Background: an optimization exercise with open tools, aiming at small area, a short achievable clock period and few clock cycles. Do not read the settings as production practice. RTL that was checked went through simulation tests only; none was proved equivalent to the original. Power figures rest on the tool's default switching activity, not on a simulated workload.

==> 08-18: inputs <==
// udp_rx_top
module udp_rx_top (
    input  wire                            clk,
    input  wire                            rst_i,
    input  wire [31:0]                     hdr_src_ip_i,
    input  wire [15:0]                     hdr_src_port_i,
    input  wire [31:0]                     hdr_dst_ip_i,
    input  wire [15:0]                     hdr_dst_port_i,
    input  wire [15:0]                     hdr_length_i,
    input  wire                            hdr_valid_i,
    output wire                            hdr_ready_o,
    input  wire [64-1:0]       beat_data_i,
    input  wire                            beat_last_i,
    input  wire                            beat_valid_i,
    output wire                            beat_ready_o,
    input  wire [8-1:0]      axil_awaddr_i,
    input  wire                            axil_awvalid_i,
    input  wire [32-1:0]      axil_wdata_i,
    input  wire [32/8-1:0]    axil_wstrb_i,
    input  wire                            axil_wvalid_i,
    input  wire                            axil_bready_i,
    input  wire [8-1:0]      axil_araddr_i,
    input  wire                            axil_arvalid_i,
    input  wire                            axil_rready_i,
    output wire                            axil_awready_o,
    output wire                            axil_wready_o,
    output wire [1:0]                      axil_bresp_o,
    output wire                            axil_bvalid_o,
    output wire                            axil_arready_o,
    output wire [32-1:0]      axil_rdata_o,
    output wire [1:0]                      axil_rresp_o,
    output wire                            axil_rvalid_o,
    output wire                            rx_irq_o
);
clock: 5.0 ns
lec_check: 0
cap_margin: 20
core_margin: 2
core_utilization: 60
cts_cluster_diameter: 100
cts_cluster_size: 24
setup_slack_margin: 2.5
slew_margin: 20
run.sh (not shown) runs the stock make flow with config.mk's settings and CLKGATE_MAP_FILE= SYNTH_SCRIPT=/design/flow/synth_recipe.tcl, a recipe that flattens the netlist after the stock synthesis.
==> 12-13: changes against 08-18 <==
--- a/flow/design.v
+++ b/flow/design.v
@@ -24,15 +24,15 @@
     output wire                            rvalid_o,
     output wire                            cfg_enable_o,
     output wire [31:0]                     cfg_local_ip_o,
     output wire [15:0]                     cfg_port_o,
     input  wire                            drop_i,
     input  wire [70:0]                     head_hdr_i,
     input  wire [8*64-1:0] head_words_i,
-    input  wire [3-1:0]   head_base_i,
+    input  wire [8*3-1:0] head_stage_i,
     input  wire [3-1:0]      count_i,
     output wire                            pop_o
 );
     localparam [5:0] W_CTRL     = 6'h00;
     localparam [5:0] W_LOCAL_IP = 6'h01;
     localparam [5:0] W_POP      = 6'h07;
     reg                        awready_q;
@@ -93,15 +93,15 @@
     end
     wire [3:0]  widx;
     wire [31:0] win_m [0:3];
     wire [31:0] win_d;
     wire [31:0] reg_lo;
     wire [31:0] reg_hi;
     wire [31:0] reg_d;
-    assign stage = head_base_i - sel[3:1];
+    assign stage = head_stage_i[sel[3:1]*3 +: 3];
     assign widx  = {stage, sel[0]};
     genvar g;
     generate
         for (g = 0; g < 4; g = g + 1) begin : g_win
             assign win_m[g] = widx[1] ? (widx[0] ? head_words_i[32*(4*g+3) +: 32]
                                                   : head_words_i[32*(4*g+2) +: 32])
                                       : (widx[0] ? head_words_i[32*(4*g+1) +: 32]
@@ -311,27 +311,28 @@
     input  wire                            wr_we_i,
     input  wire [3-1:0]   wr_idx_i,
     input  wire [64-1:0]       wr_data_i,
     input  wire                            wr_commit_i,
     input  wire                            pop_i,
     output wire [70:0]                     head_hdr_o,
     output wire [8*64-1:0] head_words_o,
-    output wire [3-1:0]   head_base_o,
+    output wire [8*3-1:0] head_stage_o,
     output wire [3-1:0]      count_o,
     output wire                            full_o
 );
     localparam integer SW = 8 * 64;
     reg  [SW-1:0]                 slot_q [0:4-1];
     reg  [70:0]                   hdr_q  [0:4-1];
     reg  [2-1:0] wr_ptr_q;
     reg  [2-1:0] rd_ptr_q;
     reg  [3-1:0]    count_q;
     reg  [3-1:0] pos_q  [0:4-1];    
     reg  [3-1:0] pos_d  [0:4-1];
-    reg  [3-1:0] hpos_q;                         
+    reg  [8*3-1:0] stg_q;        
+    wire [3-1:0] hpos_d;
     wire [2-1:0] rd_ptr_d;
     wire                          do_pop;
     assign do_pop = pop_i && (count_q != {3{1'b0}});
     genvar s, w;
     generate
         for (s = 0; s < 4; s = s + 1) begin : g_slot
             always @(posedge clk) begin
@@ -354,17 +355,23 @@
                 if (hdr_we_i && wr_ptr_q == s) begin
                     hdr_q[s] <= hdr_i;
                 end
             end
         end
     endgenerate
     assign rd_ptr_d = rd_ptr_q + {{(2-1){1'b0}}, do_pop};
-    always @(posedge clk) begin
-        hpos_q <= pos_d[rd_ptr_d];
-    end
+    assign hpos_d = pos_d[rd_ptr_d];
+    genvar j;
+    generate
+        for (j = 0; j < 8; j = j + 1) begin : g_stg
+            always @(posedge clk) begin
+                stg_q[j*3 +: 3] <= hpos_d - j;
+            end
+        end
+    endgenerate
     always @(posedge clk) begin
         if (rst_i) begin
             wr_ptr_q <= {2{1'b0}};
             rd_ptr_q <= {2{1'b0}};
             count_q  <= {3{1'b0}};
         end else begin
             if (wr_commit_i) begin
@@ -380,15 +387,15 @@
             endcase
         end
     end
     assign head_hdr_o   = rd_ptr_q[1] ? (rd_ptr_q[0] ? hdr_q[3] : hdr_q[2])
                                       : (rd_ptr_q[0] ? hdr_q[1] : hdr_q[0]);
     assign head_words_o = rd_ptr_q[1] ? (rd_ptr_q[0] ? slot_q[3] : slot_q[2])
                                       : (rd_ptr_q[0] ? slot_q[1] : slot_q[0]);
-    assign head_base_o  = hpos_q;
+    assign head_stage_o = stg_q;
     assign count_o      = count_q;
     assign full_o       = count_q[2];
 endmodule
 `default_nettype wire
 `timescale 1ns/10ps
 `default_nettype none
 module udp_rx_top (
@@ -434,15 +441,15 @@
     wire [3-1:0]            wr_idx;
     wire [64-1:0]                wr_data;
     wire                                     wr_commit;
     wire                                     full;
     wire                                     pop;
     wire [70:0]                              head_hdr;
     wire [8*64-1:0] head_words;
-    wire [3-1:0]            head_base;
+    wire [8*3-1:0] head_stage;
     wire [3-1:0]               count;
     udp_rx_csr #(.RD_PIPE(0)) u_csr (
         .clk            (clk),
         .rst_i          (rst_i),
         .awaddr_i       (axil_awaddr_i),
         .awvalid_i      (axil_awvalid_i),
         .wdata_i        (axil_wdata_i),
@@ -462,15 +469,15 @@
         .rvalid_o       (axil_rvalid_o),
         .cfg_enable_o   (cfg_enable),
         .cfg_local_ip_o (cfg_local_ip),
         .cfg_port_o     (cfg_port),
         .drop_i         (drop),
         .head_hdr_i     (head_hdr),
         .head_words_i   (head_words),
-        .head_base_i    (head_base),
+        .head_stage_i   (head_stage),
         .count_i        (count),
         .pop_o          (pop)
     );
     udp_rx_ctrl u_ctrl (
         .clk            (clk),
         .rst_i          (rst_i),
         .cfg_enable_i   (cfg_enable),
@@ -505,13 +512,13 @@
         .wr_we_i        (wr_we),
         .wr_idx_i       (wr_idx),
         .wr_data_i      (wr_data),
         .wr_commit_i    (wr_commit),
         .pop_i          (pop),
         .head_hdr_o     (head_hdr),
         .head_words_o   (head_words),
-        .head_base_o    (head_base),
+        .head_stage_o   (head_stage),
         .count_o        (count),
         .full_o         (full)
     );
 endmodule
 `default_nettype wire
==> 09-08: changes against 08-18 <==
--- a/flow/design.v
+++ b/flow/design.v
@@ -24,15 +24,15 @@
     output wire                            rvalid_o,
     output wire                            cfg_enable_o,
     output wire [31:0]                     cfg_local_ip_o,
     output wire [15:0]                     cfg_port_o,
     input  wire                            drop_i,
     input  wire [70:0]                     head_hdr_i,
     input  wire [8*64-1:0] head_words_i,
-    input  wire [3-1:0]   head_base_i,
+    input  wire [8*3-1:0] head_wid_i,
     input  wire [3-1:0]      count_i,
     output wire                            pop_o
 );
     localparam [5:0] W_CTRL     = 6'h00;
     localparam [5:0] W_LOCAL_IP = 6'h01;
     localparam [5:0] W_POP      = 6'h07;
     reg                        awready_q;
@@ -49,15 +49,14 @@
     wire                       aw_hs;
     wire                       ar_hs;
     wire                       b_hs;
     wire                       r_free;
     wire                       load_r;
     wire [5:0]                 sel;
     reg  [32-1:0] rdata_d;
-    wire [3-1:0] stage;
     wire [5:0]                 wa;
     assign wa    = awaddr_i[7:2];
     assign aw_hs = awvalid_i && wvalid_i && awready_q;
     assign b_hs  = bvalid_q && bready_i;
     assign pop_o = aw_hs && (wa == W_POP) && (awaddr_i[1:0] == 2'b00);
     always @(*) begin
         bcnt_d = bcnt_q + {1'b0, aw_hs} - {1'b0, b_hs};
@@ -87,32 +86,27 @@
                 if (wstrb_i[0]) local_ip_q[7:0]   <= wdata_i[7:0];
                 if (wstrb_i[1]) local_ip_q[15:8]  <= wdata_i[15:8];
                 if (wstrb_i[2]) local_ip_q[23:16] <= wdata_i[23:16];
                 if (wstrb_i[3]) local_ip_q[31:24] <= wdata_i[31:24];
             end
         end
     end
-    wire [3:0]  widx;
-    wire [31:0] win_m [0:3];
-    wire [31:0] win_d;
+    reg  [31:0] win_d;
     wire [31:0] reg_lo;
     wire [31:0] reg_hi;
     wire [31:0] reg_d;
-    assign stage = head_base_i - sel[3:1];
-    assign widx  = {stage, sel[0]};
-    genvar g;
-    generate
-        for (g = 0; g < 4; g = g + 1) begin : g_win
-            assign win_m[g] = widx[1] ? (widx[0] ? head_words_i[32*(4*g+3) +: 32]
-                                                  : head_words_i[32*(4*g+2) +: 32])
-                                      : (widx[0] ? head_words_i[32*(4*g+1) +: 32]
-                                                  : head_words_i[32*(4*g+0) +: 32]);
+    integer     j;
+    always @(*) begin
+        win_d = 32'd0;
+        for (j = 0; j < 8; j = j + 1) begin
+            if (head_wid_i[j*3 +: 3] == sel[3:1]) begin
+                win_d = win_d | (sel[0] ? head_words_i[64*j+32 +: 32] : head_words_i[64*j +: 32]);
+            end
         end
-    endgenerate
-    assign win_d = widx[3] ? (widx[2] ? win_m[3] : win_m[2]) : (widx[2] ? win_m[1] : win_m[0]);
+    end
     assign reg_lo = sel[1] ? (sel[0] ? drops_q : {{(32-3){1'b0}}, count_i})
                            : (sel[0] ? local_ip_q : {port_q, 15'd0, enable_q});
     assign reg_hi = sel[1] ? (sel[0] ? 32'd0 : {25'd0, head_hdr_i[6:0]})
                            : (sel[0] ? head_hdr_i[38:7] : head_hdr_i[70:39]);
     assign reg_d  = sel[2] ? reg_hi : reg_lo;
     always @(*) begin
         if (sel[5:4] == 2'b01) begin
@@ -311,27 +305,28 @@
     input  wire                            wr_we_i,
     input  wire [3-1:0]   wr_idx_i,
     input  wire [64-1:0]       wr_data_i,
     input  wire                            wr_commit_i,
     input  wire                            pop_i,
     output wire [70:0]                     head_hdr_o,
     output wire [8*64-1:0] head_words_o,
-    output wire [3-1:0]   head_base_o,
+    output wire [8*3-1:0] head_wid_o,
     output wire [3-1:0]      count_o,
     output wire                            full_o
 );
     localparam integer SW = 8 * 64;
     reg  [SW-1:0]                 slot_q [0:4-1];
     reg  [70:0]                   hdr_q  [0:4-1];
     reg  [2-1:0] wr_ptr_q;
     reg  [2-1:0] rd_ptr_q;
     reg  [3-1:0]    count_q;
     reg  [3-1:0] pos_q  [0:4-1];    
     reg  [3-1:0] pos_d  [0:4-1];
-    reg  [3-1:0] hpos_q;                         
+    reg  [8*3-1:0] wid_q;        
+    wire [3-1:0] hpos_d;
     wire [2-1:0] rd_ptr_d;
     wire                          do_pop;
     assign do_pop = pop_i && (count_q != {3{1'b0}});
     genvar s, w;
     generate
         for (s = 0; s < 4; s = s + 1) begin : g_slot
             always @(posedge clk) begin
@@ -354,17 +349,23 @@
                 if (hdr_we_i && wr_ptr_q == s) begin
                     hdr_q[s] <= hdr_i;
                 end
             end
         end
     endgenerate
     assign rd_ptr_d = rd_ptr_q + {{(2-1){1'b0}}, do_pop};
-    always @(posedge clk) begin
-        hpos_q <= pos_d[rd_ptr_d];
-    end
+    assign hpos_d = pos_d[rd_ptr_d];
+    genvar j;
+    generate
+        for (j = 0; j < 8; j = j + 1) begin : g_wid
+            always @(posedge clk) begin
+                wid_q[j*3 +: 3] <= hpos_d - j;
+            end
+        end
+    endgenerate
     always @(posedge clk) begin
         if (rst_i) begin
             wr_ptr_q <= {2{1'b0}};
             rd_ptr_q <= {2{1'b0}};
             count_q  <= {3{1'b0}};
         end else begin
             if (wr_commit_i) begin
@@ -380,15 +381,15 @@
             endcase
         end
     end
     assign head_hdr_o   = rd_ptr_q[1] ? (rd_ptr_q[0] ? hdr_q[3] : hdr_q[2])
                                       : (rd_ptr_q[0] ? hdr_q[1] : hdr_q[0]);
     assign head_words_o = rd_ptr_q[1] ? (rd_ptr_q[0] ? slot_q[3] : slot_q[2])
                                       : (rd_ptr_q[0] ? slot_q[1] : slot_q[0]);
-    assign head_base_o  = hpos_q;
+    assign head_wid_o   = wid_q;
     assign count_o      = count_q;
     assign full_o       = count_q[2];
 endmodule
 `default_nettype wire
 `timescale 1ns/10ps
 `default_nettype none
 module udp_rx_top (
@@ -434,15 +435,15 @@
     wire [3-1:0]            wr_idx;
     wire [64-1:0]                wr_data;
     wire                                     wr_commit;
     wire                                     full;
     wire                                     pop;
     wire [70:0]                              head_hdr;
     wire [8*64-1:0] head_words;
-    wire [3-1:0]            head_base;
+    wire [8*3-1:0] head_wid;
     wire [3-1:0]               count;
     udp_rx_csr #(.RD_PIPE(0)) u_csr (
         .clk            (clk),
         .rst_i          (rst_i),
         .awaddr_i       (axil_awaddr_i),
         .awvalid_i      (axil_awvalid_i),
         .wdata_i        (axil_wdata_i),
@@ -462,15 +463,15 @@
         .rvalid_o       (axil_rvalid_o),
         .cfg_enable_o   (cfg_enable),
         .cfg_local_ip_o (cfg_local_ip),
         .cfg_port_o     (cfg_port),
         .drop_i         (drop),
         .head_hdr_i     (head_hdr),
         .head_words_i   (head_words),
-        .head_base_i    (head_base),
+        .head_wid_i     (head_wid),
         .count_i        (count),
         .pop_o          (pop)
     );
     udp_rx_ctrl u_ctrl (
         .clk            (clk),
         .rst_i          (rst_i),
         .cfg_enable_i   (cfg_enable),
@@ -505,13 +506,13 @@
         .wr_we_i        (wr_we),
         .wr_idx_i       (wr_idx),
         .wr_data_i      (wr_data),
         .wr_commit_i    (wr_commit),
         .pop_i          (pop),
         .head_hdr_o     (head_hdr),
         .head_words_o   (head_words),
-        .head_base_o    (head_base),
+        .head_wid_o     (head_wid),
         .count_o        (count),
         .full_o         (full)
     );
 endmodule
 `default_nettype wire
==> flow/config.mk (replaced) <==
export PLATFORM = sky130hd
export DESIGN_NAME = udp_rx_top
export DESIGN_NICKNAME = udp_rx_top
export VERILOG_FILES = /design/flow/design.v
export SDC_FILE = /design/flow/constraint.sdc
export NUM_CORES = 4
export LEC_CHECK = 0
export CAP_MARGIN = 20
export CORE_MARGIN = 2
export CORE_UTILIZATION = 40
export SETUP_SLACK_MARGIN = 2.5
export SLEW_MARGIN = 20
==> results.txt <==
                                                                                     12-13                   09-08                   08-18
Final RePlAce weighted congestion                                                   0.8775                  0.8490                  0.8534
Clock tree buffer count of the final layout                                            161                     316                     162
Total internal power                                                             25,950 uW               31,940 uW               25,720 uW
Sequential Power Share                                                               61.2%                   49.4%                   61.6%
Max-slew headroom                                                                   25.01%                  41.36%                  29.00%
Cell count after synthesis                                                           5,296                   5,293                   5,153
Area share of xor/xnor cells in the synthesized design                              1.053%                  1.351%                 0.9662%
Via count                                                                           45,257                  45,885                  42,827
Fmax achieved                                                                    372.8 MHz               348.9 MHz               342.8 MHz
Leak                                                                            0.03337 uW              0.03589 uW              0.03157 uW
Capture instance of the worst register-to-register path                   u_csr.rdata_q[1]       u_csr.rdata_q[17]       u_csr.rdata_q[16]
Effective utilization at floorplan                                                  60.56%                  40.21%                  60.22%
Combined area of the multi-input logic cells                                  0.02630 mm^2            0.02689 mm^2            0.02489 mm^2
Sequential share of the synthesized area                                            66.79%                  66.47%                  67.32%
Pwr per Cell Area                                                            362.7 mW/mm^2           419.6 mW/mm^2           372.9 mW/mm^2
Multi-input combinational cell count                                                 2,465                   2,455                   2,348
Fraction of post-synthesis cell area in the top cell type by area                   54.68%                  54.41%                  55.06%
WHS                                                                               338.7 ps                302.0 ps                330.7 ps
Non-clock inverter total of the final layout                                            33                      22                      27
Total setup buffers inserted after CTS                                                 113                      97                      54
Number of clock sinks                                                                2,502                   2,502                   2,491
Worst-case clock skew                                                             32.13 ps                52.63 ps                36.53 ps
Most numerous cell on the critical path                            sky130_fd_sc_hd__buf_12  sky130_fd_sc_hd__buf_4  sky130_fd_sc_hd__buf_6
Reg2reg path depth                                                                       8                      11                      14
Area growth from synthesis to layout                                                16.02%                  23.78%                  12.68%
Clk power                                                                        10,400 uW               18,100 uW               10,300 uW
Outcome                                                                     finished clean          finished clean          finished clean
Testbench counts of 08-18, summed over its fixed seeds: cycles 21,360.
Testbench counts of 12-13, summed over its fixed seeds: cycles 21,360.
Function not checked in 09-08: the RTL went through the layout flow alone.

## what the ideal ports hide
No port has a modelled driver above. Below, the same layouts with a new extraction and two added sets of constraints.
Step 1 assumes that a clkbuf_16 drives the clock port and a buf_2 every other input.
Step 2 times the ports against the registers' clock, not the clock port: input delays grow and output delays shrink by t, the midpoint of the rising clock arrivals with the driver on.
Slacks: ideal ports / drivers / drivers and shift; pairs: ideal ports / drivers.
| run | t (ns) | slack for setup (ns) | worst hold slack (ns) | slew at the worst register clock pin (ns) | worst slew at a driven data input, ns |
|---|---|---|---|---|---|
| 08-18 | 0.805 | 2.083 / 2.085 / 1.282 | 0.331 / 0.331 / 0.331 | 0.10 / 0.10 | 0.18 |
| 12-13 | 0.830 | 2.317 / 2.287 / 1.457 | 0.339 / 0.339 / 0.339 | 0.11 / 0.11 | 0.20 |
| 09-08 | 0.922 | 2.134 / 2.111 / 1.189 | 0.302 / 0.302 / 0.302 | 0.07 / 0.07 | 0.20 |
After both steps every run listed still meets setup and hold. The setup slack of 09-08, which loses most, moves by -0.023 ns with the drivers and by -0.945 ns with both steps.
